This is an optimization exercise on Yosys and OpenROAD, whose aim is small area, not a production implementation. In this exercise RTL edits were held to simulation tests only and were not proved equivalent to the original. Power is estimated from default activity; no workload was simulated.

===== design/flow/design.v =====
package mips_pkg;
  localparam int unsigned REG_AW = 5;
  localparam logic [5:0] OP_RTYPE = 6'h00;
  localparam logic [5:0] OP_BEQ   = 6'h04;
  localparam logic [5:0] OP_ANDI  = 6'h0C;
  localparam logic [5:0] OP_ORI   = 6'h0D;
  localparam logic [5:0] OP_XORI  = 6'h0E;
  localparam logic [5:0] OP_LW    = 6'h23;
  localparam logic [31:0] MIPS_NOP = 32'h0000_0000;
  function automatic logic [31:0] imm_ext(input logic [31:0] ins);
    logic [5:0] op;
    op = ins[31:26];
    if (op == OP_ANDI || op == OP_ORI || op == OP_XORI)
      imm_ext = {16'h0000, ins[15:0]};
    else
      imm_ext = {{16{ins[15]}}, ins[15:0]};
  endfunction
endpackage
import mips_pkg::*;
module id_regfile
(
  input  logic              CLK,
  input  logic              RST,
  input  logic [REG_AW-1:0] ra1,
  input  logic [REG_AW-1:0] ra2,
  output logic [31:0]       rd1,
  output logic [31:0]       rd2,
  input  logic              we,
  input  logic [REG_AW-1:0] wa,
  input  logic [31:0]       wd
);
  logic [31:0] regs [1:31];
  logic [31:1] wen;
  logic [31:0] wdata;
  logic [31:1] nsel1, nsel2;
  assign wdata = wd & {32{~RST}};
  always_comb begin
    for (int i = 1; i < 32; i++) begin
      wen[i]   = RST || (we && (wa == 5'(i)));
      nsel1[i] = (ra1 != 5'(i));
      nsel2[i] = (ra2 != 5'(i));
    end
  end
  always_ff @(posedge CLK) begin
    for (int i = 1; i < 32; i++)
      if (wen[i]) regs[i] <= wdata;
  end
  always_comb begin
    rd1 = {32{ra1 != '0}};
    rd2 = {32{ra2 != '0}};
    for (int i = 1; i < 32; i++) begin
      rd1 = rd1 & (regs[i] | {32{nsel1[i]}});
      rd2 = rd2 & (regs[i] | {32{nsel2[i]}});
    end
  end
endmodule
import mips_pkg::*;
module id_stage
#(
  parameter logic [31:0] NOP_INS  = MIPS_NOP,
  parameter logic [31:0] RESET_PC = 32'h0000_0000
)(
  input  logic              CLK,
  input  logic              RST,
  input  logic [31:0]       Ins,
  input  logic [31:0]       nextPC,
  input  logic              flush,
  input  logic              ex_memread,
  input  logic [REG_AW-1:0] ex_rt,
  input  logic              wb_we,
  input  logic [REG_AW-1:0] wb_addr,
  input  logic [31:0]       wb_data,
  output logic              stall,
  output logic              id_valid,
  output logic [31:0]       id_pc,
  output logic [5:0]        id_opcode,
  output logic [5:0]        id_funct,
  output logic [REG_AW-1:0] id_rs,
  output logic [REG_AW-1:0] id_rt,
  output logic [REG_AW-1:0] id_rd,
  output logic [31:0]       id_rs_data,
  output logic [31:0]       id_rt_data,
  output logic [31:0]       id_imm,
  output logic [31:0]       id_br_target
);
  logic [31:0]       ins_q;
  logic [31:0]       pc_q;
  logic              valid_q;
  logic              stall_w;
  logic [REG_AW-1:0] rs;
  logic [REG_AW-1:0] rt;
  logic [31:0]       imm;
  always_ff @(posedge CLK) begin
    if (RST || flush) begin
      ins_q   <= NOP_INS;
      pc_q    <= RESET_PC;
      valid_q <= 1'b0;
    end else if (!stall_w) begin
      ins_q   <= Ins;
      pc_q    <= nextPC;
      valid_q <= 1'b1;
    end
  end
  assign rs  = ins_q[25:21];
  assign rt  = ins_q[20:16];
  assign imm = mips_pkg::imm_ext(ins_q);
  assign stall_w = valid_q && ex_memread && (ex_rt != '0) &&
                   ((ex_rt == rs) || (ex_rt == rt));
  assign stall        = stall_w;
  assign id_valid     = valid_q;
  assign id_pc        = pc_q;
  assign id_opcode    = ins_q[31:26];
  assign id_rs        = rs;
  assign id_rt        = rt;
  assign id_rd        = ins_q[15:11];
  assign id_funct     = ins_q[5:0];
  assign id_imm       = imm;
  assign id_br_target = pc_q + (imm << 2);
  id_regfile u_regfile (
    .CLK (CLK),
    .RST (RST),
    .ra1 (rs),
    .ra2 (rt),
    .rd1 (id_rs_data),
    .rd2 (id_rt_data),
    .we  (wb_we),
    .wa  (wb_addr),
    .wd  (wb_data)
  );
endmodule

===== design/flow/flow/run.sh =====
#!/bin/bash
# Standard ORFS layout with two changes: port buffers use the smallest buffer
# cell, and CTS uses large sink clusters without dummy loads.
set -euo pipefail
export BUFFER_PORTS_ARGS="-buffer_cell sky130_fd_sc_hd__buf_1"
export CTS_ARGS="-sink_clustering_enable -repair_clock_nets -dont_use_dummy_load -root_buf sky130_fd_sc_hd__clkbuf_16 -buf_list sky130_fd_sc_hd__clkbuf_16 -sink_clustering_size 26 -sink_clustering_max_diameter 120"
bash standard.sh > standard.log 2>&1

===== design/flow/standard.sh =====
#!/bin/bash
# synth_recipe.tcl (not shown) runs the flow's synth.tcl, then flattens the netlist and writes it again
# the make line also repeats each setting of config.mk as NAME=value (left out here)
make -C /OpenROAD-flow-scripts/flow DESIGN_CONFIG=/design/flow/config.mk WORK_HOME=/design/flow/orfs CLKGATE_MAP_FILE= SYNTH_SCRIPT=/design/flow/synth_recipe.tcl "${@:-finish}"

===== design/flow/config.mk =====
export PLATFORM = sky130hd
export DESIGN_NAME = id_stage
export DESIGN_NICKNAME = id_stage
export VERILOG_FILES = /design/flow/design.v
export SDC_FILE = /design/flow/constraint.sdc
export NUM_CORES = 4
export LEC_CHECK = 0
export CAP_MARGIN = 20
export CORE_MARGIN = 2
export CORE_UTILIZATION = 60
export SETUP_SLACK_MARGIN = 0.1
export SLEW_MARGIN = 20

===== design/flow/constraint.sdc =====
create_clock -name core_clock -period 6.0 [get_ports {CLK}]
set_input_delay 1.2000 -clock core_clock [delete_from_list [all_inputs] [get_ports {CLK}]]
set_output_delay 1.2000 -clock core_clock [all_outputs]
set_load 0.01 [all_outputs]

==> results of run 1 <==
-- worst max-delay path, cell delays in order, from the launching register on --
cell and delay, ps:
dfxtp_1 380, nand2_1 60, a2111oi_0 700, nor2b_4 310
ha_1 450, a21oi_1 360, nand3_1 130, a211oi_1 650
o2111ai_1 220, nand3_1 110, buf_1 160
-- power by group through the flow --
stage          Sequential (mW)  Clock, mW  Combinational [mW]
2_1_floorplan             9.14          0               0.638
3_3_place_gp              9.25          0                1.25
3_5_place_dp              9.26          0                1.26
4_1_cts                   9.10       3.53                1.27
5_1_grt                   9.17       3.77                1.35
6_report                  9.14       3.63                1.36
-- registers in the layout (all words and copies together), names as in the netlist --
name and count:
ins_q 32, valid_q 1, pc_q 32, u_regfile.regs 992
-- cells in the final DEF (no fill, tap or decap), types with 10 or more instances in the layout --
cell type  instances
buf_4            150
dfxtp_1           65
a21o_1            11
nand4_1           55
nand3_1           69
inv_1             16
nor3_1            13
nand2_1           36
nand2_2           54
o21ai_4           10
xnor2_1           25
o21ai_0           62
clkbuf_16         46
ha_1              29
o22ai_1          950
buf_1            298
edfxtp_1         992
nor4_1            95
mux2i_1           66
nor2_1           475
a21oi_1           38
nand2_4           10
nor2b_1           40
-- cell type report --
type                            instances  area (sq um)  area share [%]
Sequential cell                      1057         31100            63.2
Multi-Input combinational cell       2181         13300            27.0
Timing Repair Buffer                  455          2380            4.85
Tap cell                              969          1210            2.47
Clock buffer                           46          1150            2.34
Inverter                               17          63.8           0.130
Antenna cell                            4          10.0          0.0204
-- cells by family after synthesis --
logic type | count (synthesis)
AND/OR/NAND/NOR | 910
multiplexers | 67
adder cells (fa/ha/maj) | 30
buffers and inverters | 279
XOR/XNOR | 29
AO/OA/AOI/OAI | 1145
flip-flops | 1057
-- worst max-delay path by stage --
stage / endpoint / slack (ps) / from / cells past startpoint
global route: id_br_target[24] / 350 / ins_q[28] / 10
finish: id_br_target[28] / 610 / ins_q[28] / 10
floorplan: u_regfile.regs[17][0] / 530 / wb_addr[0] / 3
CTS: id_br_target[24] / 650 / ins_q[27] / 9
global placement: id_br_target[29] / 1360 / ins_q[29] / 10
detailed placement: id_br_target[24] / 1310 / ins_q[27] / 9
-- synthesized netlist by cell type, types with 3 or more instances --
| cell type | instances |
|---|---|
| o21a_1 | 8 |
| inv_1 | 16 |
| nor4_1 | 95 |
| buf_2 | 11 |
| nand2b_1 | 5 |
| mux2i_1 | 66 |
| and2_1 | 5 |
| a21oi_1 | 38 |
| xor2_1 | 4 |
| and3b_1 | 6 |
| o211ai_1 | 5 |
| and3_1 | 7 |
| o21ai_1 | 5 |
| nand2_1 | 100 |
| xnor2_1 | 25 |
| nand3_1 | 77 |
| ha_1 | 29 |
| nor3b_1 | 6 |
| o31ai_1 | 9 |
| or3_1 | 5 |
| nor2_1 | 475 |
| nand4_1 | 55 |
| clkbuf_1 | 136 |
| buf_4 | 33 |
| o221ai_1 | 3 |
| dfxtp_1 | 65 |
| o22ai_1 | 950 |
| or4_1 | 5 |
| edfxtp_1 | 992 |
| a21o_1 | 14 |
| buf_1 | 82 |
| a211oi_1 | 7 |
| a2111oi_0 | 3 |
| nor3_1 | 13 |
| o41ai_1 | 3 |
| o21ai_0 | 71 |
| and4_1 | 4 |
| nor2b_1 | 44 |
-- per-stage QoR --
| stage | std cells | worst slack [ps] |
|---|---|---|
| final | 4729 | 609 |
| after detailed placement | 4677 | 1310 |
| after global placement | 4676 | 1360 |
| after CTS | 4723 | 653 |
| after global routing | 4726 | 348 |
| after floorplan | 3517 | 535 |
-- routing by layer --
metal	global-route usage (%)	vias to the layer above	share of wire, %
met5	0.250	-	0.0063
met4	30.9	2	8.7
met3	27.2	1408	22
met2	71.6	5321	39
met1	65.6	18506	30
li1	-	14575	-
==> flow_summary.ini, run 1 <==
[worst_setup_path]
critPathLaunchType = register
critPathRequiredTime_ps = 4800
endpoint_kind = output pin
rr_worst_depth = 8
r2r_setup_slack_ps = 3180
timing.rr.start = ins_q[25]
r2r-end = pc_q[12]
cp_max_fo = 30
critPathKind = reg2out
crit_arrival_ps = 4190

[sta]
fin_hold_ws_ps = 536
fmax_mhz = 185
fin_crit_sh_pct = 89.9
worstMarginPinSlew_ps = 1330
hold_viol = 0
finalSetupViolCount = 0
period_minus_slack_ps = 5390
clock_skew_ps = 23.5
rsz0062_at_grt = false
max_slew_margin_pct = 10.8
setup_tns_ps = 0
slew_violations = 0

[flow_run]
maxCapViolCount = 0

[grt]
grt_pass1_wl_um = 278000
first_global_vias = 36669
grt_max_degree = 66
grt_antenna_before_repair = 4
grt_overflow_total = 0
grt_usage_pct = 52.1

[clock_network]
cts_hold_buf = 0
cts_num_sinks = 1057
clkTransAtPathRegs_ps = 110
cts_buffers = 46
cts_tree = built
post_cts_buffers = 0
clockRootBuffer = clkbuf_16
clk_path_buf_depth = 3
ctsResizeCount = 0
htree_levels = 2
worstSkewPairLatency_ps = 650

[finish]
drive_gt1_share_pct = 8.44
fillCellCount = 5426
area_growth_pct = 9.19
finish.net_count = 3899
postLayoutCellArea_sq_um = 49200
finish.utilization_pct = 66.2

[logic_synthesis]
synth_top_area_cell = edfxtp_1
synth-compound-area-share_pct = 16.1
synth_simple_gate_area_share_pct = 9.33
yosysWarningCount = 3
syn_inst = 3517
synth_xor_area_share_pct = 0.564
synth.cell_area_sq_um = 45000
syn-mean-instance-area_sq_um = 12.8
synth_top_family_by_area = compound AO/OA/AOI/OAI gates
synth_cell_types = 70
syn-num-nets = 3658
synthAdderAreaFrac_pct = 0.850
synth_top_area_share_pct = 66.1
synth_area_leaders = edfxtp_1 (66%), o22ai_1 (13%), nor2_1 (4.0%)
ys_seq_elements = 1057
synth.area.mux_share_pct = 1.49
synthFlopType = edfxtp_1
seq_area_frac_synth_pct = 69.0
async_flop_share_pct = 0
synth_edf_count = 992

[floorplan]
fp-row-count = 100
core_sq_um = 74300
die_w_um = 278
die_h_um = 278
io_pins = 300
initial_core_util_pct = 60.6
dieArea_sq_um = 77300

[pwr]
switchingPower_mw = 3.66
p_sw_share_pct = 25.9
power_mw = 14.1
power_frac_seq_pct = 64.7
ir_drop_v = 0.000331
clock_power_share_pct = 25.7
power_density_nw_per_um2 = 287
internal-power_mw = 10.5
p_comb_share_pct = 9.6
p_leak_nw = 16.6

[hold_path]
hp-class = reg2reg
hold_path_end = pc_q[23]
hold_start = pc_q[23]
holdPathStages = 2

[place]
dpl_cell_area_sq_um = 48000
dp_hpwl_um = 110000
portBuffers = 299
place_congestion = 1.01

[detailed_routing]
drt-pass1-iter-count = 14
viasPerCell = 8.42
ant_nets = 0
vias = 39812
detail_route.wirelength_um = 207000
drtIter0Drc = 10727
drcViolationCount = 0
wl_per_cell_um = 43.8

[status]
run_status = complete, no violations
==> inputs of run 2 (changes only) <==
--- a/design/flow/design.v
+++ b/design/flow/design.v
@@ -34,11 +34,23 @@
   logic [31:0] wdata;
   logic [31:1] nsel1, nsel2;
   assign wdata = wd & {32{~RST}};
+  logic [3:0] hi1, hi2;
+  logic [7:0] lo1, lo2;
+  always_comb begin
+    for (int k = 0; k < 4; k++) begin
+      hi1[k] = (ra1[4:3] == 2'(k));
+      hi2[k] = (ra2[4:3] == 2'(k));
+    end
+    for (int k = 0; k < 8; k++) begin
+      lo1[k] = (ra1[2:0] == 3'(k));
+      lo2[k] = (ra2[2:0] == 3'(k));
+    end
+  end
   always_comb begin
     for (int i = 1; i < 32; i++) begin
       wen[i]   = RST || (we && (wa == 5'(i)));
-      nsel1[i] = (ra1 != 5'(i));
-      nsel2[i] = (ra2 != 5'(i));
+      nsel1[i] = !(hi1[i >> 3] && lo1[i & 7]);
+      nsel2[i] = !(hi2[i >> 3] && lo2[i & 7]);
     end
   end
   always_ff @(posedge CLK) begin
==> run 2 against run 1 <==
Against the previous run:
- cell area down 1.0%
- sequential share of layout area up 0.64 points
- clock power about the same
- cell count up 0.66%
- clock-buffer cell count unchanged
- non-clock buffer count down 35
- synthesized cell count up 1.9%
- critical path depth up 4
- flip-flop and latch count unchanged
- utilization down 0.44 points
==> flow_summary.ini, run 2 <==
[clock_network]
clockRootBuffer = clkbuf_16
cts_buffers = 46
clkTransAtPathRegs_ps = 110
cts_num_sinks = 1057
post_cts_buffers = 0
htree_levels = 2
cts_hold_buf = 0
clk_path_buf_depth = 3
ctsResizeCount = 0
worstSkewPairLatency_ps = 660
cts_tree = built

[sta]
rsz0062_at_grt = false
worstMarginPinSlew_ps = 1380
max_slew_margin_pct = 7.74
slew_violations = 0
clock_skew_ps = 39.1
finalSetupViolCount = 0
setup_tns_ps = 0
fin_crit_sh_pct = 95.2
period_minus_slack_ps = 5710
hold_viol = 0
fmax_mhz = 175

[grt]
met1_usage_pct = 66.5
grt_antenna_before_repair = 4
grt_usage_pct = 51.6
grt_pass1_wl_um = 274000
first_global_vias = 36151
busiest_layer = met2
grt_max_degree = 66
grt_use_met2_pct = 71.2
grt_use_met3_pct = 23.9
grt_overflow_total = 0

[worst_setup_path]
cp_slowest_cell = a2111oi_0
crit_chain = nand2_1, a2111oi_0, buf_4, nor2b_2, ha_1, and3_2, a221o_2, a31oi_1, o31ai_2, a31oi_2, o2111ai_1, a21oi_1, xnor2_1, buf_1
critPathKind = reg2out
slowest_delay_ps = 750
critPathLaunchType = register
cp_max_fo = 7
critPathRequiredTime_ps = 4800
crit_arrival_ps = 4510
endpoint_kind = output pin
worst-path-buf-inv = 2
cp_top_family = compound AO/OA/AOI/OAI gates

[finish]
finish.utilization_pct = 65.7
drive_gt1_share_pct = 7.50
final_cell_mix = edfxtp_1 (992), o22ai_1 (961), nor2_1 (472)
area_growth_pct = 9.03
largest_reg_flops = 992
mostFrequentLayoutCell = edfxtp_1
fin_cells = 4760
reg.largest.list = u_regfile.regs x992, ins_q x32, pc_q x32
finish.net_count = 3930
largest-register = u_regfile.regs

[place]
dp_cells = 4710
portBuffers = 299
place_congestion = 0.980
dp_hpwl_um = 101000

[logic_synthesis]
syn-num-nets = 3725
synth_cell_types = 56
yosysWarningCount = 3
synth.cell_area_sq_um = 44700
synth_top_area_cell = edfxtp_1
syn-mean-instance-area_sq_um = 12.5
ys_seq_elements = 1057
async_flop_share_pct = 0
seq_area_frac_synth_pct = 69.6
syn_inst = 3584
synth_top_area_share_pct = 66.7
synth_edf_count = 992
synthFlopType = edfxtp_1
yosys-top-cells-count = edfxtp_1 (992), o22ai_1 (961), nor2_1 (472), nand2_1 (230), clkbuf_1 (140)
synth.most_common_cell = edfxtp_1
synth_area_leaders = edfxtp_1 (67%), o22ai_1 (13%), nor2_1 (4.0%)

[floorplan]
dieArea_sq_um = 76600
die_w_um = 277
die_h_um = 277
io_pins = 300
core_sq_um = 74100
fp-row-count = 100
initial_core_util_pct = 60.3

[detailed_routing]
wl_per_cell_um = 42.9
vias = 39951
ant_nets = 0
viasPerCell = 8.39
drtIter0Drc = 11480
drt-pass1-iter-count = 13
drcViolationCount = 0
detail_route.wirelength_um = 204000

[pwr]
p_leak_nw = 16.3
ir_drop_v = 0.000337
power_density_nw_per_um2 = 289

[hold_path]
hp-class = reg2reg

[status]
run_status = complete, no violations

[flow_run]
maxCapViolCount = 0
==> run 2: cell types whose count changed after synthesis, moves of 6 or more <==
cell	previous run	this run
buf_2	11	3
o22ai_1	950	961
a211oi_1	7	1
mux2i_1	66	0
nand2_1	100	230
o21ai_0	71	84
nor4_1	95	65
nand4_1	55	66
xor2_1	4	14
a21oi_1	38	86
buf_1	82	92
==> run 2: kinds of logic (layout without fill, tap and decap cells) <==
logic type                 after synthesis  in the layout  share of synthesized area, %
buffers and inverters                  281            484                          2.61
xor gates and xnor gates                35             35                         0.687
other                                    0              4                             0
DFF                                   1057           1057                          69.6
AOI/OAI and AO/OA                     1189           1189                          16.4
adders and majority gates               30             30                         0.857
and+or+nand+nor                        992            992                          9.78
==> run 2: area by class of cell <==
class,instances,area (sq um)
Antenna cell,4,10.0
Sequential cell,1057,31100
Inverter,18,67.6
Multi-Input combinational cell,2246,13000
Tap cell,969,1210
Clock buffer,46,1150
Fill cell,5517,25400
Timing Repair Buffer,420,2150
==> run 2: worst paths after layout <==
path / cells past startpoint / slack, ps / from / to
min reg2reg: 2 / 480 / pc_q[1] / pc_q[1]
max reg2reg: 8 / 3440 / ins_q[20] / pc_q[8]
max: 14 / 290 / ins_q[29] / id_br_target[31]
min: 2 / 480 / pc_q[1] / pc_q[1]
==> run 2: power by group <==
group	total, mW	switching [mW]	internal [mW]
Clock	3.62	2.24	1.38
Sequential	9.13	0.384	8.74
Combinational	1.32	0.990	0.328
Total	14.1	3.62	10.5
==> run 2: metal layers <==
layer  wire length, um  vias to the layer above  part of all wire [%]
met5               228                        -                  0.11
met4             18700                       12                   9.2
met3             42600                     1543                    21
met2             79900                     5279                    39
met1             62600                    18529                    31
li1                  -                    14588                     -
==> run 2: stage by stage <==
step           hold WS [ps]  cell area (sq um)  setup WS (ps)  power, mW
2_1_floorplan           485              44700            535       9.75
3_3_place_gp            451              47400           1030       10.4
3_5_place_dp            467              47500            920       10.5
4_1_cts                 482              48700            207       13.9
5_1_grt                 503              48700            140       14.2
6_report                477              48700            287       14.1
==> run 2: worst reg2reg max path, stage by stage (launching register included) <==
cell	delay [ps]
dfxtp_1	590
xnor2_1	170
nand3_1	90
o31ai_1	430
o2111ai_4	190
inv_2	90
buf_4	520
nand2_1	210
a21oi_1	140

-- what the ideal ports hide --
The results above use ideal ports. As a check the final layouts listed here were re-extracted and re-timed, cells and wires unchanged.
Step 1, drivers: a clkbuf_16 drives CLK and a buf_2 each remaining input, both assumed.
Step 2, shift: input delay + t, output delay - t, t = (earliest + latest rising clock arrival at the registers) / 2. This alone moves slack from input paths to output paths.
a / b / c = ideal ports / drivers / drivers and shift; a / b = the first two.
| run | shift t [ns] | setup WS [ns] | hold slack, ns | worst slew at a driven data input, ns | pins driven straight from the clock port |
|---|---|---|---|---|---|
| run 1 | 0.722 | 0.609 / 0.537 / 1.259 | 0.536 / 0.536 / 0.536 | 0.06 | 1 |
| run 2 | 0.714 | 0.287 / 0.219 / 0.933 | 0.477 / 0.477 / 0.477 | 0.06 | 1 |
After both steps every run listed still meets setup and hold.
